This design comes from an exercise in tuning for small area, a short achievable clock period and few clock cycles per item on the open sky130 flow, not from production work.
Function was checked by simulation only, so behaviour that the tests miss may differ from the original.
No activity file was given, so power comes from the tool's default toggle rates.

==> flow/design.v <==
package edf_pkg;
  localparam int unsigned NUM_SLOTS = 8;
  localparam int unsigned DATA_W    = 16;
  localparam int unsigned SLACK_W   = 17;
endpackage
module edf_sched_top
(
  input  logic        clk_i,
  input  logic        rst_ni,
  input  logic        req_valid_i,
  output logic        req_ready_o,
  input  logic        req_op_i,
  input  logic [2:0]  req_task_slot_i,
  input  logic [15:0] req_exec_time_i,
  input  logic [15:0] req_period_ticks_i,
  input  logic [15:0] req_rel_deadline_i,
  output logic        rsp_valid_o,
  input  logic        rsp_ready_i,
  output logic        rsp_cpu_busy_o,
  output logic [2:0]  rsp_running_slot_o,
  input  logic        cfg_we_i,
  input  logic [3:0]  cfg_wdata_i
);
  localparam int N = 8;
  function automatic logic slack_lt(input logic [16:0] a, input logic [16:0] b);
    logic [16:0] x, y;
    logic        lt, eq;
    x  = {~a[16], a[15:0]};
    y  = {~b[16], b[15:0]};
    lt = 1'b0;
    eq = 1'b1;
    for (int k = 16; k >= 0; k = k - 1) begin
      lt = lt | (eq & ~x[k] & y[k]);
      eq = eq & ~(x[k] ^ y[k]);
    end
    slack_lt = lt;
  endfunction
  function automatic logic [15:0] dec16(input logic [15:0] a);
    logic [15:0] y;
    y[0] = ~a[0];
    for (int k = 1; k < 16; k = k + 1) begin
      y[k] = a[k] ^ ~|(a & ((1 << k) - 1));
    end
    dec16 = y;
  endfunction
  function automatic logic [16:0] dec17(input logic [16:0] a);
    logic [16:0] y;
    y[0] = ~a[0];
    for (int k = 1; k < 17; k = k + 1) begin
      y[k] = a[k] ^ ~|(a & ((1 << k) - 1));
    end
    dec17 = y;
  endfunction
  function automatic logic [16:0] cdec17(input logic [16:0] a, input logic en);
    logic [16:0] y;
    y[0] = a[0] ^ en;
    for (int k = 1; k < 17; k = k + 1) begin
      y[k] = a[k] ^ (en & ~|(a & ((1 << k) - 1)));
    end
    cdec17 = y;
  endfunction
  logic        ready_q;
  logic        ready_o_q;      
  logic        tick_q;         
  logic [7:0]  upd_q;          
  logic [7:0]  rst_q;          
  logic [7:0]  ld_q;           
  logic [16:0] dm_q;           
  logic [15:0] per_q;          
  logic [3:0]  tc_q;
  logic acc, acc_load, acc_tick;
  assign acc      = req_valid_i & ready_q;
  assign acc_load = acc & ~req_op_i;
  assign acc_tick = acc &  req_op_i;
  always_ff @(posedge clk_i) begin
    dm_q  <= dec17({1'b0, req_rel_deadline_i});
    per_q <= req_period_ticks_i;
  end
  logic tick;
  assign tick = tick_q;
  logic signed [16:0] k1_new;
  logic               per_le1;
  assign per_le1 = (per_q[15:1] == 15'd0);
  assign k1_new  = $signed(dm_q - {1'b0, (per_le1 ? 16'd1 : per_q)} + 17'd2);
  logic [15:0]        e_q  [N];
  logic [15:0]        d_q  [N];
  logic signed [16:0] k1_q [N];
  logic [N-1:0]       p1_q;    
  logic [15:0]        w_q  [N];
  logic signed [16:0] sm_q [N];
  logic [16:0]        x    [N];
  logic [N-1:0]       nz_q;    
  logic [N-1:0]       rel_q;   
  logic [N-1:0] active, elig, win;
  for (genvar i = 0; i < N; i++) begin : g_act
    assign active[i] = tc_q[3] | (tc_q[2:0] > 3'(i));
    assign elig[i]   = active[i] & nz_q[i];
  end
  logic [N-1:0] le_q [N];
  for (genvar i = 0; i < N; i++) begin : g_cmp_i
    for (genvar j = 0; j < N; j++) begin : g_cmp_j
      if (i < j) begin : g_lt
        always_ff @(posedge clk_i) le_q[i][j] <= ~slack_lt(x[j], x[i]);
      end else begin : g_ge
        assign le_q[i][j] = 1'b0;
      end
    end
  end
  for (genvar i = 0; i < N; i++) begin : g_win
    logic [N-1:0] beat;
    for (genvar j = 0; j < N; j++) begin : g_b
      if (j < i) begin : g_lo
        assign beat[j] = ~elig[j] | ~le_q[j][i];
      end else if (j > i) begin : g_hi
        assign beat[j] = ~elig[j] | le_q[i][j];
      end else begin : g_me
        assign beat[j] = elig[i];
      end
    end
    assign win[i] = &beat;
  end
  logic       busy;
  logic [2:0] slot;
  assign busy = |elig;
  assign slot = {win[4] | win[5] | win[6] | win[7],
                 win[2] | win[3] | win[6] | win[7],
                 win[1] | win[3] | win[5] | win[7]};
  for (genvar i = 0; i < N; i++) begin : g_slot
    logic wr, ld, upd, rst, rel_d;
    logic [15:0] w_dec;
    logic [16:0] sm_d;
    assign wr    = acc_load & (req_task_slot_i == 3'(i));
    assign ld    = ld_q[i];
    assign upd   = upd_q[i];
    assign rst   = rst_q[i];
    assign w_dec = dec16(w_q[i]);
    always_comb begin
      if (ld)       x[i] = dm_q;
      else if (rst) x[i] = {1'b0, d_q[i]};
      else          x[i] = sm_q[i];
    end
    assign sm_d = cdec17(x[i], upd);
    always_comb begin
      if (ld)       rel_d = per_le1;
      else if (rst) rel_d = p1_q[i];
      else if (upd) rel_d = (sm_q[i] == k1_q[i]);
      else          rel_d = rel_q[i];
    end
    always_ff @(posedge clk_i) begin
      if (wr) begin
        e_q[i] <= req_exec_time_i;
        d_q[i] <= req_rel_deadline_i;
      end
      if (ld) begin
        k1_q[i] <= k1_new;
        p1_q[i] <= per_le1;
      end
      sm_q[i]  <= sm_d;
      rel_q[i] <= rel_d;
      ld_q[i]  <= wr;
      upd_q[i] <= acc_tick & active[i];
      rst_q[i] <= acc_tick & active[i] & rel_d;
      if (ld || rst) begin
        w_q[i]  <= e_q[i];
        nz_q[i] <= (e_q[i] != 16'd0);
      end else if (upd && win[i]) begin
        w_q[i]  <= w_dec;
        nz_q[i] <= (w_q[i] != 16'd1);
      end
    end
  end
  logic [1:0] cnt_q, cnt_d;
  logic [3:0] m_q [3];
  logic       ov_q;
  logic       pop;
  logic [3:0] res;
  assign res   = {busy, slot};
  assign pop   = ov_q & rsp_ready_i;
  assign cnt_d = cnt_q + 2'(tick) - 2'(pop);
  always_ff @(posedge clk_i) begin
    for (int k = 0; k < 3; k++) begin
      if (pop) begin
        if (tick && (2'(k) == cnt_q - 2'd1)) m_q[k] <= res;
        else if (k < 2)                      m_q[k] <= m_q[k+1];
      end else if (tick && (2'(k) == cnt_q)) begin
        m_q[k] <= res;
      end
    end
  end
  always_ff @(posedge clk_i or negedge rst_ni) begin
    if (!rst_ni) begin
      ready_q <= 1'b1;
      ready_o_q <= 1'b1;
      tick_q  <= 1'b0;
      cnt_q   <= 2'd0;
      ov_q    <= 1'b0;
      tc_q    <= 4'd0;
    end else begin
      tick_q  <= acc_tick;
      cnt_q   <= cnt_d;
      ov_q    <= (cnt_d != 2'd0);
      ready_q <= ({1'b0, cnt_d} + {2'b0, acc_tick}) < 3'd3;
      ready_o_q <= ~(cnt_d[1] & (cnt_d[0] | acc_tick));
      if (cfg_we_i) tc_q <= cfg_wdata_i;
    end
  end
  assign req_ready_o        = ready_o_q;
  assign rsp_valid_o        = ov_q;
  assign rsp_cpu_busy_o     = m_q[0][3];
  assign rsp_running_slot_o = m_q[0][2:0];
endmodule
export LEC_CHECK = 0
export CAP_MARGIN = 20
export CORE_MARGIN = 2
export CORE_UTILIZATION = 50
export SLEW_MARGIN = 20
export TNS_END_PERCENT = 100
create_clock -name core_clock -period 10.0 [get_ports {clk_i}]
standard.sh (not shown) runs the stock make flow with config.mk's settings and CLKGATE_MAP_FILE= SYNTH_SCRIPT=/design/flow/synth_recipe.tcl, a recipe that flattens the netlist after the stock synthesis.
==> flow/flow/run.sh <==
#!/bin/bash
# Standard ORFS layout, with timing repair aiming for 6.5 ns of setup slack.
set -euo pipefail
bash standard.sh SETUP_SLACK_MARGIN=6.5 finish > standard_flow.log 2>&1
Testbench counts at the start, summed over its fixed seeds: cycles 9,728, ticks 8,624.
Rerun with:
--- a/flow/design.v
+++ b/flow/design.v
@@ -58,14 +58,12 @@
       y[k] = a[k] ^ (en & ~|(a & ((1 << k) - 1)));
     end
     cdec17 = y;
   endfunction
   logic        ready_q;
-  logic        ready_o_q;      
   logic        tick_q;         
   logic [7:0]  upd_q;          
-  logic [7:0]  rst_q;          
   logic [7:0]  ld_q;           
   logic [16:0] dm_q;           
   logic [15:0] per_q;          
   logic [3:0]  tc_q;
   logic acc, acc_load, acc_tick;
@@ -124,44 +122,39 @@
   assign busy = |elig;
   assign slot = {win[4] | win[5] | win[6] | win[7],
                  win[2] | win[3] | win[6] | win[7],
                  win[1] | win[3] | win[5] | win[7]};
   for (genvar i = 0; i < N; i++) begin : g_slot
-    logic wr, ld, upd, rst, rel_d;
+    logic wr, ld, upd, rst;
     logic [15:0] w_dec;
     logic [16:0] sm_d;
     assign wr    = acc_load & (req_task_slot_i == 3'(i));
     assign ld    = ld_q[i];
     assign upd   = upd_q[i];
-    assign rst   = rst_q[i];
+    assign rst   = upd & rel_q[i];
     assign w_dec = dec16(w_q[i]);
     always_comb begin
       if (ld)       x[i] = dm_q;
       else if (rst) x[i] = {1'b0, d_q[i]};
       else          x[i] = sm_q[i];
     end
     assign sm_d = cdec17(x[i], upd);
-    always_comb begin
-      if (ld)       rel_d = per_le1;
-      else if (rst) rel_d = p1_q[i];
-      else if (upd) rel_d = (sm_q[i] == k1_q[i]);
-      else          rel_d = rel_q[i];
-    end
     always_ff @(posedge clk_i) begin
       if (wr) begin
         e_q[i] <= req_exec_time_i;
         d_q[i] <= req_rel_deadline_i;
       end
       if (ld) begin
         k1_q[i] <= k1_new;
         p1_q[i] <= per_le1;
       end
       sm_q[i]  <= sm_d;
-      rel_q[i] <= rel_d;
+      if (ld)       rel_q[i] <= per_le1;
+      else if (rst) rel_q[i] <= p1_q[i];
+      else if (upd) rel_q[i] <= (sm_q[i] == k1_q[i]);
       ld_q[i]  <= wr;
       upd_q[i] <= acc_tick & active[i];
-      rst_q[i] <= acc_tick & active[i] & rel_d;
       if (ld || rst) begin
         w_q[i]  <= e_q[i];
         nz_q[i] <= (e_q[i] != 16'd0);
       end else if (upd && win[i]) begin
         w_q[i]  <= w_dec;
@@ -188,24 +181,22 @@
     end
   end
   always_ff @(posedge clk_i or negedge rst_ni) begin
     if (!rst_ni) begin
       ready_q <= 1'b1;
-      ready_o_q <= 1'b1;
       tick_q  <= 1'b0;
       cnt_q   <= 2'd0;
       ov_q    <= 1'b0;
       tc_q    <= 4'd0;
     end else begin
       tick_q  <= acc_tick;
       cnt_q   <= cnt_d;
       ov_q    <= (cnt_d != 2'd0);
       ready_q <= ({1'b0, cnt_d} + {2'b0, acc_tick}) < 3'd3;
-      ready_o_q <= ~(cnt_d[1] & (cnt_d[0] | acc_tick));
       if (cfg_we_i) tc_q <= cfg_wdata_i;
     end
   end
-  assign req_ready_o        = ready_o_q;
+  assign req_ready_o        = ready_q;
   assign rsp_valid_o        = ov_q;
   assign rsp_cpu_busy_o     = m_q[0][3];
   assign rsp_running_slot_o = m_q[0][2:0];
 endmodule
- The new run finished with timing, DRC and antenna clean
- count of clock-buffer cells in the layout is higher by 18
- clock power is lower by roughly a tenth
- total power is lower slightly
- cell area is higher slightly
- global-route usage is lower by 1.0 points
- die area is higher slightly
- sequential share of layout area is lower by 0.78 points
- first-iteration DRC count is lower by a few percent
- synthesized area is higher slightly
- worst hold slack gets better by 0.015 ns
- combinational power is higher by a few percent
Testbench counts after the change, summed over its fixed seeds: cycles 9,728, ticks 8,624.

static timing again, ports no longer ideal:
No port has a modelled driver above. Below, the same layouts with a new extraction and two added sets of constraints. Step 1, drivers: a clkbuf_16 drives clk_i and a buf_2 each remaining input, both assumed. Step 2, shift: input delay + t, output delay - t, t = (earliest + latest rising clock arrival at the registers) / 2. This alone moves slack from input paths to output paths. Slacks: ideal / step 1 / step 2; pairs: ideal / step 1.
| run | t (ns) | setup WS [ns] | worst setup path at the end | pins driven straight from the clock port |
|---|---|---|---|---|
| the first run | 0.710 | 6.228 / 6.228 / 5.864 | input to register | 1 |
| the second run | 0.712 | 6.112 / 6.112 / 5.951 | input to register | 1 |
After both steps setup and hold are still met in every run listed. For the first run, which loses most, drivers alone change the setup slack by 0.000 ns; drivers and shift together by -0.364 ns.
